This design comes from an exercise in tuning for small area, a short achievable clock period and few clock cycles per item on the open sky130 flow, not from production work. RTL that was checked went through simulation tests only; none was proved equivalent to the original. Power figures rest on the tool's default switching activity, not on a simulated workload.

==> module row_loader, before the edit <==
module row_loader (
    input  logic                clk,
    input  logic                reset,
    input  logic                in_en,
    input  lmfe_pkg::pixel_t    Din,
    input  logic                emit,        
    output logic                busy,
    output logic [5:0]          we,
    output logic [7:0]          wpix,
    output lmfe_pkg::col_t      ph,
    output lmfe_pkg::col_t      rc,          
    output lmfe_pkg::lag_t      lag,         
    output logic [7:0]          prd          
);
    localparam int F  = lmfe_pkg::FIFO_DEPTH;
    localparam int AW = 2;                   
    localparam int P  = lmfe_pkg::PEND;
    localparam int PW = 3;                   
    logic [F*8-1:0] fifo;
    logic [AW-1:0]  rptr;
    logic [AW-1:0]  wptr;
    logic [AW:0]    cnt;
    logic [AW:0]    cnt_nxt;
    logic [P*8-1:0] pend;                    
    logic [PW:0]    pcnt;
    lmfe_pkg::col_t lcol;                    
    lmfe_pkg::col_t wcol;                    
    lmfe_pkg::col_t wc7;                     
    lmfe_pkg::lag_t lagw;                    
    logic           rebase;
    logic [2:0]     wring;                   
    logic           take;
    logic           idle;
    logic           ld;
    logic           wr;
    assign take = in_en && !busy;
    assign idle = (lag == '0);
    assign wr   = (pcnt != '0) && (rc == wc7) && (lagw <= lmfe_pkg::lag_t'(lmfe_pkg::LAG_WMAX));
    assign rebase = idle && (cnt != '0);
    assign ld   = (cnt != '0) && (idle || (ph == lcol)) && ((pcnt != (PW+1)'(P)) || wr);
    assign wpix = pend[8*wcol[PW-1:0] +: 8];
    assign cnt_nxt = cnt + {{AW{1'b0}}, take} - {{AW{1'b0}}, ld};
    for (genvar k = 0; k < lmfe_pkg::ROW_SLOTS; k++) begin : g_we
        assign we[k] = wr && (wring == 3'(k));
    end
    always_ff @(posedge clk) begin
        if (take) begin
            fifo[8*wptr +: 8] <= Din;
        end
        if (ld) begin
            pend[8*lcol[PW-1:0] +: 8] <= fifo[8*rptr +: 8];
        end
        prd <= ld ? fifo[8*rptr +: 8] : pend[8*ph[PW-1:0] +: 8];
    end
    always_ff @(posedge clk or posedge reset) begin
        if (reset) begin
            rptr  <= '0;
            wptr  <= '0;
            cnt   <= '0;
            busy  <= 1'b0;
            pcnt  <= '0;
            lcol  <= '0;
            wcol  <= '0;
            wc7   <= lmfe_pkg::col_t'(lmfe_pkg::WR_AT - 1);
            wring <= '0;
            ph    <= '0;
            rc    <= '1;
            lag   <= '0;
            lagw  <= '0;
        end else begin
            if (take) begin
                wptr <= wptr + 1'b1;
            end
            if (ld) begin
                rptr <= rptr + 1'b1;
                lcol <= lcol + 1'b1;
            end
            if (wr) begin
                wcol <= wcol + 1'b1;
                wc7  <= wc7 + 1'b1;
                if (wcol == lmfe_pkg::col_t'(lmfe_pkg::IMG_W - 1)) begin
                    wring <= (wring == 3'(lmfe_pkg::ROW_SLOTS - 1)) ? '0 : wring + 1'b1;
                end
            end
            cnt  <= cnt_nxt;
            busy <= ((cnt + (AW+1)'(take)) == (AW+1)'(F));
            pcnt <= pcnt + (PW+1)'(ld) - (PW+1)'(wr);
            ph   <= (rebase ? lcol : ph) + 1'b1;
            rc   <= rebase ? lcol : ph;
            case ({ld, emit})
                2'b10:   lag <= lag + 1'b1;
                2'b01:   lag <= lag - 1'b1;
                default: lag <= lag;
            endcase
            case ({wr, emit})
                2'b10:   lagw <= lagw + 1'b1;
                2'b01:   lagw <= lagw - 1'b1;
                default: lagw <= lagw;
            endcase
        end
    end
endmodule
export LEC_CHECK = 0
export ABC_CLOCK_PERIOD_IN_PS = 4000
export CAP_MARGIN = 20
export CELL_PAD_IN_SITES_DETAIL_PLACEMENT = 0
export CELL_PAD_IN_SITES_GLOBAL_PLACEMENT = 1
export CORE_MARGIN = 2
export CORE_UTILIZATION = 55
export CTS_BUF_LIST = sky130_fd_sc_hd__clkbuf_16
export CTS_CLUSTER_DIAMETER = 100
export CTS_CLUSTER_SIZE = 25
export PLACE_DENSITY = 0.68
export SLEW_MARGIN = 20
create_clock -name core_clock -period 15.0 [get_ports {clk}]
standard.sh (not shown) runs the stock make flow with config.mk's settings and CLKGATE_MAP_FILE= SYNTH_SCRIPT=/design/flow/synth_recipe.tcl, a recipe that flattens the netlist after the stock synthesis.
==> flow/flow/run.sh <==
#!/bin/bash
# The standard layout (standard.sh, unchanged synthesis), with ORFS's
# repair_timing asked to leave more setup slack than the 15 ns clock needs,
# so that the achieved period shrinks. Gate cloning is off so that no
# register is ever copied. Every port still gets a buffer; buffer_ports is
# only told which buffer cell to use. make's output goes to standard.log
# here; each ORFS step also keeps its own log under orfs/logs/.
set -euo pipefail
cd "$(dirname "$0")/.."
export SETUP_SLACK_MARGIN=10.5
export SKIP_GATE_CLONING=1
export BUFFER_PORTS_ARGS="-buffer_cell sky130_fd_sc_hd__buf_4"
bash standard.sh > standard.log 2>&1
Testbench counts at the start, summed over its fixed seeds: cycles 99,501, frames 6.
Then changed:
--- a/flow/design.v
+++ b/flow/design.v
@@ -50,7 +50,7 @@
 );
     localparam int F  = lmfe_pkg::FIFO_DEPTH;
-    localparam int AW = 2;                   
+    localparam int AW = $clog2(F);
     localparam int P  = lmfe_pkg::PEND;
-    localparam int PW = 3;                   
+    localparam int PW = $clog2(P);
     logic [F*8-1:0] fifo;
     logic [AW-1:0]  rptr;
The changed run finished with timing, DRC and antenna clean.
Cell area does not change.
Area after synthesis stays the same.
Hold slack is unchanged.
Final cell count is unchanged.
Flip-flop and latch count does not change.
Total power stays the same.
Worst setup slack is unchanged.
Combinational power is about the same.
Clock skew is unchanged.
Wire length stays the same.
First-iteration DRC count does not change.
Function not checked in the second run of this note: the RTL went through the layout flow alone.

---

Another version of the RTL of lmfe_top (not shown whole).
Size in the first run: about 12000 cells after synthesis, ~7300 flip-flops, roughly 21 I/O pins, ~170000 um2 of cells after synthesis.
==> module sum7_le24, before the edit <==
module sum7_le24 (
    input  logic [20:0] g,                     
    output logic        le
);
    localparam logic [511:0] LE24 = 512'h00000000000000000000000000000001000000000001071f00000001071f7fff0001071f7fffffff071f7fffffffffff7fffffffffffffffffffffffffffffff;
    logic [8:0]  n;                            
    logic [6:0]  pl;
    logic        fs1, fs2, fc1, fc2, fc3;
    always_comb begin
        for (int b = 0; b < 3; b++) begin
            for (int j = 0; j < 7; j++) pl[j] = g[3*j + b];
            fs1 = pl[0] ^ pl[1] ^ pl[2];
            fc1 = (pl[0] & pl[1]) | (pl[0] & pl[2]) | (pl[1] & pl[2]);
            fs2 = pl[3] ^ pl[4] ^ pl[5];
            fc2 = (pl[3] & pl[4]) | (pl[3] & pl[5]) | (pl[4] & pl[5]);
            n[3*b + 0] = fs1 ^ fs2 ^ pl[6];
            fc3 = (fs1 & fs2) | (fs1 & pl[6]) | (fs2 & pl[6]);
            n[3*b + 1] = fc1 ^ fc2 ^ fc3;
            n[3*b + 2] = (fc1 & fc2) | (fc1 & fc3) | (fc2 & fc3);
        end
    end
    assign le = LE24[n];
endmodule
Settings: LEC_CHECK=0, ABC_AREA=1, CAP_MARGIN=20, CELL_PAD_IN_SITES_DETAIL_PLACEMENT=0, CELL_PAD_IN_SITES_GLOBAL_PLACEMENT=1, CORE_MARGIN=2, CORE_UTILIZATION=55, CTS_BUF_LIST=sky130_fd_sc_hd__clkbuf_16, CTS_CLUSTER_DIAMETER=100, CTS_CLUSTER_SIZE=25, PLACE_DENSITY=0.68, SLEW_MARGIN=20; clock period 15.0 ns.
Scripts as last shown in full above: flow/flow/run.sh
Rerun with:
--- a/flow/design.v
+++ b/flow/design.v
@@ -367,28 +367,55 @@
 endmodule
 module sum7_le24 (
     input  logic [20:0] g,                     
     output logic        le
 );
-    localparam logic [511:0] LE24 = 512'h00000000000000000000000000000001000000000001071f00000001071f7fff0001071f7fffffff071f7fffffffffff7fffffffffffffffffffffffffffffff;
-    logic [8:0]  n;                            
-    logic [6:0]  pl;
-    logic        fs1, fs2, fc1, fc2, fc3;
+    logic [6:0]  s0 [3], s1 [3], s2 [3], s3 [3], s4 [3], s5 [3], s6 [3];
+    logic [7:0]  th [3];                       
+    logic [7:0]  ca;                           
+    int          k;
     always_comb begin
         for (int b = 0; b < 3; b++) begin
-            for (int j = 0; j < 7; j++) pl[j] = g[3*j + b];
-            fs1 = pl[0] ^ pl[1] ^ pl[2];
-            fc1 = (pl[0] & pl[1]) | (pl[0] & pl[2]) | (pl[1] & pl[2]);
-            fs2 = pl[3] ^ pl[4] ^ pl[5];
-            fc2 = (pl[3] & pl[4]) | (pl[3] & pl[5]) | (pl[4] & pl[5]);
-            n[3*b + 0] = fs1 ^ fs2 ^ pl[6];
-            fc3 = (fs1 & fs2) | (fs1 & pl[6]) | (fs2 & pl[6]);
-            n[3*b + 1] = fc1 ^ fc2 ^ fc3;
-            n[3*b + 2] = (fc1 & fc2) | (fc1 & fc3) | (fc2 & fc3);
+            for (int j = 0; j < 7; j++) s0[b][j] = g[3*j + b];
+            s1[b] = s0[b];
+            {s1[b][0], s1[b][6]} = {s0[b][0] & s0[b][6], s0[b][0] | s0[b][6]};
+            {s1[b][2], s1[b][3]} = {s0[b][2] & s0[b][3], s0[b][2] | s0[b][3]};
+            {s1[b][4], s1[b][5]} = {s0[b][4] & s0[b][5], s0[b][4] | s0[b][5]};
+            s2[b] = s1[b];
+            {s2[b][0], s2[b][2]} = {s1[b][0] & s1[b][2], s1[b][0] | s1[b][2]};
+            {s2[b][1], s2[b][4]} = {s1[b][1] & s1[b][4], s1[b][1] | s1[b][4]};
+            {s2[b][3], s2[b][6]} = {s1[b][3] & s1[b][6], s1[b][3] | s1[b][6]};
+            s3[b] = s2[b];
+            {s3[b][0], s3[b][1]} = {s2[b][0] & s2[b][1], s2[b][0] | s2[b][1]};
+            {s3[b][2], s3[b][5]} = {s2[b][2] & s2[b][5], s2[b][2] | s2[b][5]};
+            {s3[b][3], s3[b][4]} = {s2[b][3] & s2[b][4], s2[b][3] | s2[b][4]};
+            s4[b] = s3[b];
+            {s4[b][1], s4[b][2]} = {s3[b][1] & s3[b][2], s3[b][1] | s3[b][2]};
+            {s4[b][4], s4[b][6]} = {s3[b][4] & s3[b][6], s3[b][4] | s3[b][6]};
+            s5[b] = s4[b];
+            {s5[b][2], s5[b][3]} = {s4[b][2] & s4[b][3], s4[b][2] | s4[b][3]};
+            {s5[b][4], s5[b][5]} = {s4[b][4] & s4[b][5], s4[b][4] | s4[b][5]};
+            s6[b] = s5[b];
+            {s6[b][1], s6[b][2]} = {s5[b][1] & s5[b][2], s5[b][1] | s5[b][2]};
+            {s6[b][3], s6[b][4]} = {s5[b][3] & s5[b][4], s5[b][3] | s5[b][4]};
+            {s6[b][5], s6[b][6]} = {s5[b][5] & s5[b][6], s5[b][5] | s5[b][6]};
+            th[b][0] = 1'b1;
+            for (int i = 1; i < 8; i++) th[b][i] = s6[b][7 - i];
         end
+        ca[0] = 1'b1;
+        for (int a = 1; a < 8; a++) begin
+            ca[a] = 1'b1;
+            for (int b = 0; b < 8; b++) begin
+                k = 24 - 4*a - 2*b;
+                if (k < 7) begin
+                    ca[a] = ca[a] & !(((b > 0) ? th[1][b] : 1'b1) & ((k >= 0) ? th[0][k + 1] : 1'b1));
+                end
+            end
+        end
+        le = 1'b1;
+        for (int a = 1; a < 8; a++) le = le & (!th[2][a] | ca[a]);
     end
-    assign le = LE24[n];
 endmodule
 module cmp_swap (
     input  logic [7:0] a,
     input  logic [7:0] b,
     output logic [7:0] lo,
The changed run produced a clean layout; power is about the same; via count rises by about 9%; cell count rises by about 8%; setup slack gets better by 0.12 ns; non-clock buffer count falls by 86; count of clock-buffer cells in the layout rises by 1; worst hold slack gets worse by 0.024 ns.
Testbench counts after the change, summed over its fixed seeds: cycles 99,498, frames 6.
Only the layout flow was run in the first run of this note; the RTL was not checked for function there.

## static timing again, ports no longer ideal
The results above use ideal ports. As a check the final layouts listed here were re-extracted and re-timed, cells and wires unchanged. Step 1, drivers: a clkbuf_16 drives clk and a buf_2 each remaining input, both assumed. Step 2 also shifts input and output timing later by t, the mid clock arrival at the registers, as if the neighbouring blocks saw the same clock. Slacks: ideal ports / drivers / drivers and shift; pairs: ideal ports / drivers.
run | shift t [ns] | slack for setup (ns) | worst hold slack (ns) | worst slew at a driven data input, ns
the first run of note 1 | 1.009 | 10.105 / 10.105 / 10.105 | 0.286 / 0.286 / 0.286 | 0.06
the second run of note 1 | 1.009 | 10.105 / 10.105 / 10.105 | 0.286 / 0.286 / 0.286 | 0.06
the first run of note 2 | 1.003 | 10.316 / 10.316 / 10.081 | 0.284 / 0.284 / 0.284 | 0.07
the second run of note 2 | 1.044 | 10.441 / 10.338 / 10.407 | 0.260 / 0.260 / 0.260 | 0.04
After both steps setup and hold are still met in every run listed. The setup slack of the first run of note 2, which loses most, moves by 0.000 ns with the drivers and by -0.235 ns with both steps.
